Source: an optimization exercise on an open RTL-to-GDS flow (aim: small area and a short achievable clock period). Production flows keep margins and buffers that such runs may drop.
RTL that was checked went through simulation tests only; none was proved equivalent to the original.
No activity file was given, so power comes from the tool's default toggle rates.

Setup of main:
==> flow/design.v <==
module apb_slave_mem_top (
  input  logic        PCLK,
  input  logic        PRESET,
  input  logic        PSEL,
  input  logic        PENABLE,
  input  logic [2:0]  PPROT,
  input  logic        PWRITE,
  input  logic [1:0]  PSTRB,
  input  logic [9:0]  PADDR,
  input  logic [15:0] PWDATA,
  output logic [15:0] PRDATA,
  output logic        PREADY,
  output logic        PSLVERR
);
  logic ph1_q, ph2_q, ph3_q, busy_q;
  logic ready_q, slverr_q;
  logic accept, go_resp, bus_err;
  logic [7:0] bus_ra, bus_rb;
  logic [7:0]  ra_q, rb_q;    
  logic [1:0]  slot_q;
  logic        err_q, write_q;
  logic [1:0]  strb_q;
  logic [15:0] wdata_q;
  logic        wpend_q, wpend_d, wfire_q, wfire_d;
  logic [1:0]  wslot_q, wslot_d;
  logic [7:0]  wra_q, wra_d, wfa_q, wrb0_q, wrb1_q;
  logic [15:0] wdat_q;
  logic [1:0]  rot_q;
  logic [15:0] s0_q [64], s1_q [64], s2_q [64], s3_q [64];
  logic [7:0]  nxt_ra, nxt_rb;
  logic [1:0]  nxt_slot;
  logic        nxt_h0, nxt_h3;
  logic [7:0]  ra0_q, ra3_q;   
  logic        hit_q;
  logic [15:0] rd_word, rhold_q, rdata_q;
  logic unused_pprot;
  assign unused_pprot = ^{PPROT[2], PPROT[0], PADDR[0]};
  assign accept  = !busy_q && PSEL && !PENABLE;
  assign go_resp = ph3_q && PSEL;
  assign bus_err = PADDR[9] || (PADDR[8] && PPROT[1]);
  always_comb begin
    for (int i = 0; i < 8; i++) begin
      bus_ra[i] = (PADDR[5:3] == 3'(i));
      bus_rb[i] = (PADDR[8:6] == 3'(i)) && !bus_err;
    end
  end
  always_ff @(posedge PCLK or posedge PRESET) begin
    if (PRESET) begin
      ph1_q    <= 1'b0;
      ph2_q    <= 1'b0;
      ph3_q    <= 1'b0;
      busy_q   <= 1'b0;
      ready_q  <= 1'b0;
      slverr_q <= 1'b0;
    end else begin
      ph1_q    <= accept;
      ph2_q    <= ph1_q && PSEL;
      ph3_q    <= ph2_q && PSEL;
      busy_q   <= accept || ((ph1_q || ph2_q) && PSEL);
      ready_q  <= go_resp;
      slverr_q <= go_resp && err_q;
    end
  end
  assign nxt_ra   = busy_q ? ra_q : bus_ra;
  assign nxt_rb   = busy_q ? rb_q : bus_rb;
  assign nxt_slot = busy_q ? slot_q : PADDR[2:1];
  always_ff @(posedge PCLK) begin
    if (!busy_q) begin
      err_q   <= bus_err;
      write_q <= PWRITE;
      strb_q  <= PSTRB;
      wdata_q <= PWDATA;
    end
  end
  always_ff @(posedge PCLK) begin
    ra_q   <= nxt_ra;
    rb_q   <= nxt_rb;
    slot_q <= nxt_slot;
  end
  always_ff @(posedge PCLK) begin
    rot_q <= rot_q + 2'd1;
  end
  assign wpend_d = (go_resp && write_q && !err_q) || (wpend_q && !wfire_q);
  assign wslot_d = go_resp ? slot_q : wslot_q;
  assign wra_d   = go_resp ? ra_q : wra_q;
  assign wfire_d = wpend_d && (rot_q + 2'd2 == wslot_d);
  always_ff @(posedge PCLK) begin
    wpend_q <= wpend_d;
    wfire_q <= wfire_d;
    wslot_q <= wslot_d;
    wra_q   <= wra_d;
    wfa_q   <= wra_d & {8{wfire_d}};
  end
  always_ff @(posedge PCLK) begin
    if (go_resp) begin
      wrb0_q <= rb_q & {8{strb_q[0]}};
      wrb1_q <= rb_q & {8{strb_q[1]}};
      wdat_q <= wdata_q;
    end
  end
  always_ff @(posedge PCLK) begin
    for (int r = 0; r < 64; r++) begin
      s3_q[r] <= s0_q[r];
      s2_q[r] <= s3_q[r];
      s1_q[r] <= s2_q[r];
      s0_q[r] <= s1_q[r];
      if (wfa_q[r % 8] && wrb0_q[r / 8]) s0_q[r][7:0]  <= wdat_q[7:0];
      if (wfa_q[r % 8] && wrb1_q[r / 8]) s0_q[r][15:8] <= wdat_q[15:8];
    end
  end
  assign nxt_h0 = (rot_q + 2'd1 == nxt_slot);
  assign nxt_h3 = (rot_q == nxt_slot);
  always_ff @(posedge PCLK) begin
    ra0_q <= nxt_ra & {8{nxt_h0}};
    ra3_q <= nxt_ra & {8{nxt_h3}};
    hit_q <= nxt_h0 || nxt_h3;
  end
  always_comb begin
    rd_word = '0;
    for (int r = 0; r < 64; r++) begin
      rd_word = rd_word | (s0_q[r] & {16{ra0_q[r % 8] && rb_q[r / 8]}})
                        | (s3_q[r] & {16{ra3_q[r % 8] && rb_q[r / 8]}});
    end
  end
  always_ff @(posedge PCLK) begin
    if (hit_q && !ph3_q) rhold_q <= rd_word;
  end
  always_ff @(posedge PCLK) begin
    rdata_q <= hit_q ? rd_word : rhold_q;
  end
  assign PREADY  = ready_q;
  assign PSLVERR = slverr_q;
  assign PRDATA  = rdata_q;
endmodule
clock: 5.0 ns
lec_check: 0
cap_margin: 20
core_margin: 2
core_utilization: 50
cts_cluster_diameter: 80
cts_cluster_size: 30
setup_slack_margin: 2.5
slew_margin: 20
run.sh (not shown) runs the stock make flow with config.mk's settings and CLKGATE_MAP_FILE= SYNTH_SCRIPT=/design/flow/synth_recipe.tcl, a recipe that flattens the netlist after the stock synthesis.
[inputs] the feature branch vs main
-- flow/design.v --
<<< main, line 124
  end
  always_ff @(posedge PCLK) begin
    if (hit_q && !ph3_q) rhold_q <= rd_word;
  end
  always_ff @(posedge PCLK) begin
>>> the feature branch, line 124
  end
  always_ff @(posedge PCLK) begin
    if (hit_q) rhold_q <= rd_word;
  end
  always_ff @(posedge PCLK) begin
[summary]
Global-route usage for the feature branch: 0.20 points down relative to main
The feature branch vs main: via count of the first global-routing pass down slightly
On power share of the sequential group: between main and the feature branch, it ends up higher for the feature branch.
The feature branch ended with less final-stage net count than main.
Core outline area was higher in the run labelled main.
Looking at number of nets produced by synthesis, the feature branch sits about 2.6% lower than main does.
Looking only at ratio of cells with drive above 1 in the final layout, and setting everything else aside, the higher value of main and the feature branch goes to the feature branch.
Only the layout flow was run in main; the RTL was not checked for function there.

* * *

== before ==
Another version of the RTL of apb_slave_mem_top (not shown whole).
Size: ~7,000 cells after synthesis, about 54 I/O pins.
==> module apb_slave_mem_top, before the edit <==
module apb_slave_mem_top (
  input  logic        PCLK,
  input  logic        PRESET,
  input  logic        PSEL,
  input  logic        PENABLE,
  input  logic [2:0]  PPROT,
  input  logic        PWRITE,
  input  logic [1:0]  PSTRB,
  input  logic [9:0]  PADDR,
  input  logic [15:0] PWDATA,
  output logic [15:0] PRDATA,
  output logic        PREADY,
  output logic        PSLVERR
);
  logic ph1_q, ph2_q, ph3_q;
  logic ready_q, slverr_q;
  logic busy, accept, go_resp, bus_err;
  logic [7:0]  idx_q;
  logic        err_q, write_q;
  logic [1:0]  strb_q;
  logic [15:0] wdata_q;
  logic        wpend_q;
  logic [7:0]  widx_q;
  logic [1:0]  wstrb_q;
  logic [15:0] wdat_q;
  logic [1:0]  rot_q;
  logic [15:0] s0_q [64], s1_q [64], s2_q [64], s3_q [64];
  logic [7:0]  cur_idx;
  logic        cur_err, rd_hit;
  logic [15:0] rd_word, rdata_q;
  logic        wr_fire;
  logic unused_pprot;
  assign unused_pprot = ^{PPROT[2], PPROT[0], PADDR[0]};
  assign busy    = ph1_q | ph2_q | ph3_q;
  assign accept  = !busy && PSEL && !PENABLE;
  assign go_resp = ph3_q && PSEL;
  assign bus_err = PADDR[9] || (PADDR[8] && PPROT[1]);
  always_ff @(posedge PCLK or posedge PRESET) begin
    if (PRESET) begin
      ph1_q    <= 1'b0;
      ph2_q    <= 1'b0;
      ph3_q    <= 1'b0;
      ready_q  <= 1'b0;
      slverr_q <= 1'b0;
    end else begin
      ph1_q    <= accept;
      ph2_q    <= ph1_q && PSEL;
      ph3_q    <= ph2_q && PSEL;
      ready_q  <= go_resp;
      slverr_q <= go_resp && err_q;
    end
  end
  always_ff @(posedge PCLK) begin
    if (!busy) begin
      idx_q   <= PADDR[8:1];
      err_q   <= bus_err;
      write_q <= PWRITE;
      strb_q  <= PSTRB;
      wdata_q <= PWDATA;
    end
  end
  always_ff @(posedge PCLK) begin
    rot_q <= rot_q + 2'd1;
  end
  assign wr_fire = wpend_q && (rot_q + 2'd1 == widx_q[1:0]);
  always_ff @(posedge PCLK) begin
    if (go_resp && write_q && !err_q) begin
      wpend_q <= 1'b1;
    end else if (wr_fire) begin
      wpend_q <= 1'b0;
    end
  end
  always_ff @(posedge PCLK) begin
    if (go_resp) begin
      widx_q  <= idx_q;
      wstrb_q <= strb_q;
      wdat_q  <= wdata_q;
    end
  end
  always_ff @(posedge PCLK) begin
    for (int r = 0; r < 64; r++) begin
      s3_q[r] <= s0_q[r];
      s2_q[r] <= s3_q[r];
      s1_q[r] <= s2_q[r];
      s0_q[r] <= s1_q[r];
      if (wr_fire && widx_q[7:2] == 6'(r)) begin
        if (wstrb_q[0]) s0_q[r][7:0]  <= wdat_q[7:0];
        if (wstrb_q[1]) s0_q[r][15:8] <= wdat_q[15:8];
      end
    end
  end
  assign cur_idx = busy ? idx_q : PADDR[8:1];
  assign cur_err = busy ? err_q : bus_err;
  assign rd_hit  = (rot_q == cur_idx[1:0]);
  always_comb begin
    rd_word = '0;
    for (int r = 0; r < 64; r++) begin
      rd_word = rd_word | (s0_q[r] & {16{cur_idx[7:2] == 6'(r)}});
    end
  end
  always_ff @(posedge PCLK) begin
    if (rd_hit) rdata_q <= cur_err ? 16'h0000 : rd_word;
  end
  assign PREADY  = ready_q;
  assign PSLVERR = slverr_q;
  assign PRDATA  = rdata_q;
endmodule
Settings: LEC_CHECK=0, CAP_MARGIN=20, CORE_MARGIN=2, CORE_UTILIZATION=50, CTS_CLUSTER_DIAMETER=80, CTS_CLUSTER_SIZE=30, SETUP_SLACK_MARGIN=2.7, SLEW_MARGIN=20; clock period 5.0 ns.
What after does differently from before at the input level:
==> flow/design.v <==
module apb_slave_mem_top (
  input  logic        PCLK,
  input  logic        PRESET,
  input  logic        PSEL,
  input  logic        PENABLE,
  input  logic [2:0]  PPROT,
  input  logic        PWRITE,
  input  logic [1:0]  PSTRB,
  input  logic [9:0]  PADDR,
  input  logic [15:0] PWDATA,
  output logic [15:0] PRDATA,
  output logic        PREADY,
  output logic        PSLVERR
);
  logic ph1_q, ph2_q, ph3_q, busy_q;
  logic ready_q, slverr_q;
  logic accept, go_resp, bus_err;
  logic [7:0] bus_ra, bus_rb;
  logic [7:0]  ra_q, rb_q;    
  logic [1:0]  slot_q;
  logic        err_q, write_q;
  logic [1:0]  strb_q;
  logic [15:0] wdata_q;
  logic        wpend_q;
  logic [7:0]  wra_q, wrb_q;
  logic [1:0]  wslot_q, wstrb_q;
  logic [15:0] wdat_q;
  logic        wr_fire;
  logic [1:0]  rot_q;
  logic [15:0] s0_q [64], s1_q [64], s2_q [64], s3_q [64];
  logic [7:0]  cur_ra, cur_rb;
  logic [1:0]  cur_slot;
  logic        rd_hit;
  logic [15:0] rd_word, rdata_q;
  logic unused_pprot;
  assign unused_pprot = ^{PPROT[2], PPROT[0], PADDR[0]};
  assign accept  = !busy_q && PSEL && !PENABLE;
  assign go_resp = ph3_q && PSEL;
  assign bus_err = PADDR[9] || (PADDR[8] && PPROT[1]);
  always_comb begin
    for (int i = 0; i < 8; i++) begin
      bus_ra[i] = (PADDR[5:3] == 3'(i));
      bus_rb[i] = (PADDR[8:6] == 3'(i)) && !bus_err;
    end
  end
  always_ff @(posedge PCLK or posedge PRESET) begin
    if (PRESET) begin
      ph1_q    <= 1'b0;
      ph2_q    <= 1'b0;
      ph3_q    <= 1'b0;
      busy_q   <= 1'b0;
      ready_q  <= 1'b0;
      slverr_q <= 1'b0;
    end else begin
      ph1_q    <= accept;
      ph2_q    <= ph1_q && PSEL;
      ph3_q    <= ph2_q && PSEL;
      busy_q   <= accept || ((ph1_q || ph2_q) && PSEL);
      ready_q  <= go_resp;
      slverr_q <= go_resp && err_q;
    end
  end
  always_ff @(posedge PCLK) begin
    if (!busy_q) begin
      ra_q    <= bus_ra;
      rb_q    <= bus_rb;
      slot_q  <= PADDR[2:1];
      err_q   <= bus_err;
      write_q <= PWRITE;
      strb_q  <= PSTRB;
      wdata_q <= PWDATA;
    end
  end
  always_ff @(posedge PCLK) begin
    rot_q <= rot_q + 2'd1;
  end
  assign wr_fire = wpend_q && (rot_q + 2'd1 == wslot_q);
  always_ff @(posedge PCLK) begin
    if (go_resp && write_q && !err_q) begin
      wpend_q <= 1'b1;
    end else if (wr_fire) begin
      wpend_q <= 1'b0;
    end
  end
  always_ff @(posedge PCLK) begin
    if (go_resp) begin
      wra_q   <= ra_q;
      wrb_q   <= rb_q;
      wslot_q <= slot_q;
      wstrb_q <= strb_q;
      wdat_q  <= wdata_q;
    end
  end
  always_ff @(posedge PCLK) begin
    for (int r = 0; r < 64; r++) begin
      s3_q[r] <= s0_q[r];
      s2_q[r] <= s3_q[r];
      s1_q[r] <= s2_q[r];
      s0_q[r] <= s1_q[r];
      if (wr_fire && wra_q[r % 8] && wrb_q[r / 8]) begin
        if (wstrb_q[0]) s0_q[r][7:0]  <= wdat_q[7:0];
        if (wstrb_q[1]) s0_q[r][15:8] <= wdat_q[15:8];
      end
    end
  end
  assign cur_ra   = busy_q ? ra_q : bus_ra;
  assign cur_rb   = busy_q ? rb_q : bus_rb;
  assign cur_slot = busy_q ? slot_q : PADDR[2:1];
  assign rd_hit   = (rot_q == cur_slot);
  always_comb begin
    rd_word = '0;
    for (int r = 0; r < 64; r++) begin
      rd_word = rd_word | (s0_q[r] & {16{cur_ra[r % 8] && cur_rb[r / 8]}});
    end
  end
  always_ff @(posedge PCLK) begin
    if (rd_hit) rdata_q <= rd_word;
  end
  assign PREADY  = ready_q;
  assign PSLVERR = slverr_q;
  assign PRDATA  = rdata_q;
endmodule
==> run notes <==
- Diff before..after | setup-violating endpoint count in the final report | unchanged
- Diff before -> after | instance count of the mapped netlist | down by a little under 10%
- before → after: routed wire length fell 130 mm; number of iterations in the first detailed-routing pass saw an increase.
- Compared with before, in after netlist area before placement saw a decrease, worst-case setup margin in the final layout rose 260 ps, fraction of layout instances using a drive strength above 1 went down.
- Taking before as the reference, in after number of clock buffers inserted by TritonCTS went down; via count of the first global-routing pass moved down.
Function not checked in before: the RTL went through the layout flow alone.

==> static timing again, ports no longer ideal <==
The flow's constraints put no driver on any port. The routed layouts listed below were extracted and timed again, unchanged, in two steps. Step 1: set_driving_cell puts a clkbuf_16 on PCLK and a buf_2 on each other input, an assumption about the parent block. Step 2 adds t to the input delays and takes it off the output delays; t is the mean of the earliest and latest rising clock arrival at the registers after step 1. Input paths then give back, and output paths get back, about the clock's delay inside the block. Three values: ideal, step 1, step 2; two values: the first two.
run | t (ns) | setup WS [ns] | hold WS [ns] | pins driven straight from the clock port
main | 0.958 | 1.731 / 1.731 / 1.702 | 0.314 / 0.240 / 0.314 | 1
the feature branch | 0.923 | 2.239 / 2.239 / 1.832 | 0.313 / 0.283 / 0.313 | 1
before | 0.964 | 1.407 / 1.407 / 0.523 | 0.281 / 0.219 / 0.299 | 1
after | 0.923 | 1.665 / 1.676 / 0.774 | 0.294 / 0.294 / 0.294 | 1
After both steps setup and hold are still met in every run listed. For after, which loses most, drivers alone change the setup slack by +0.011 ns; drivers and shift together by -0.891 ns.
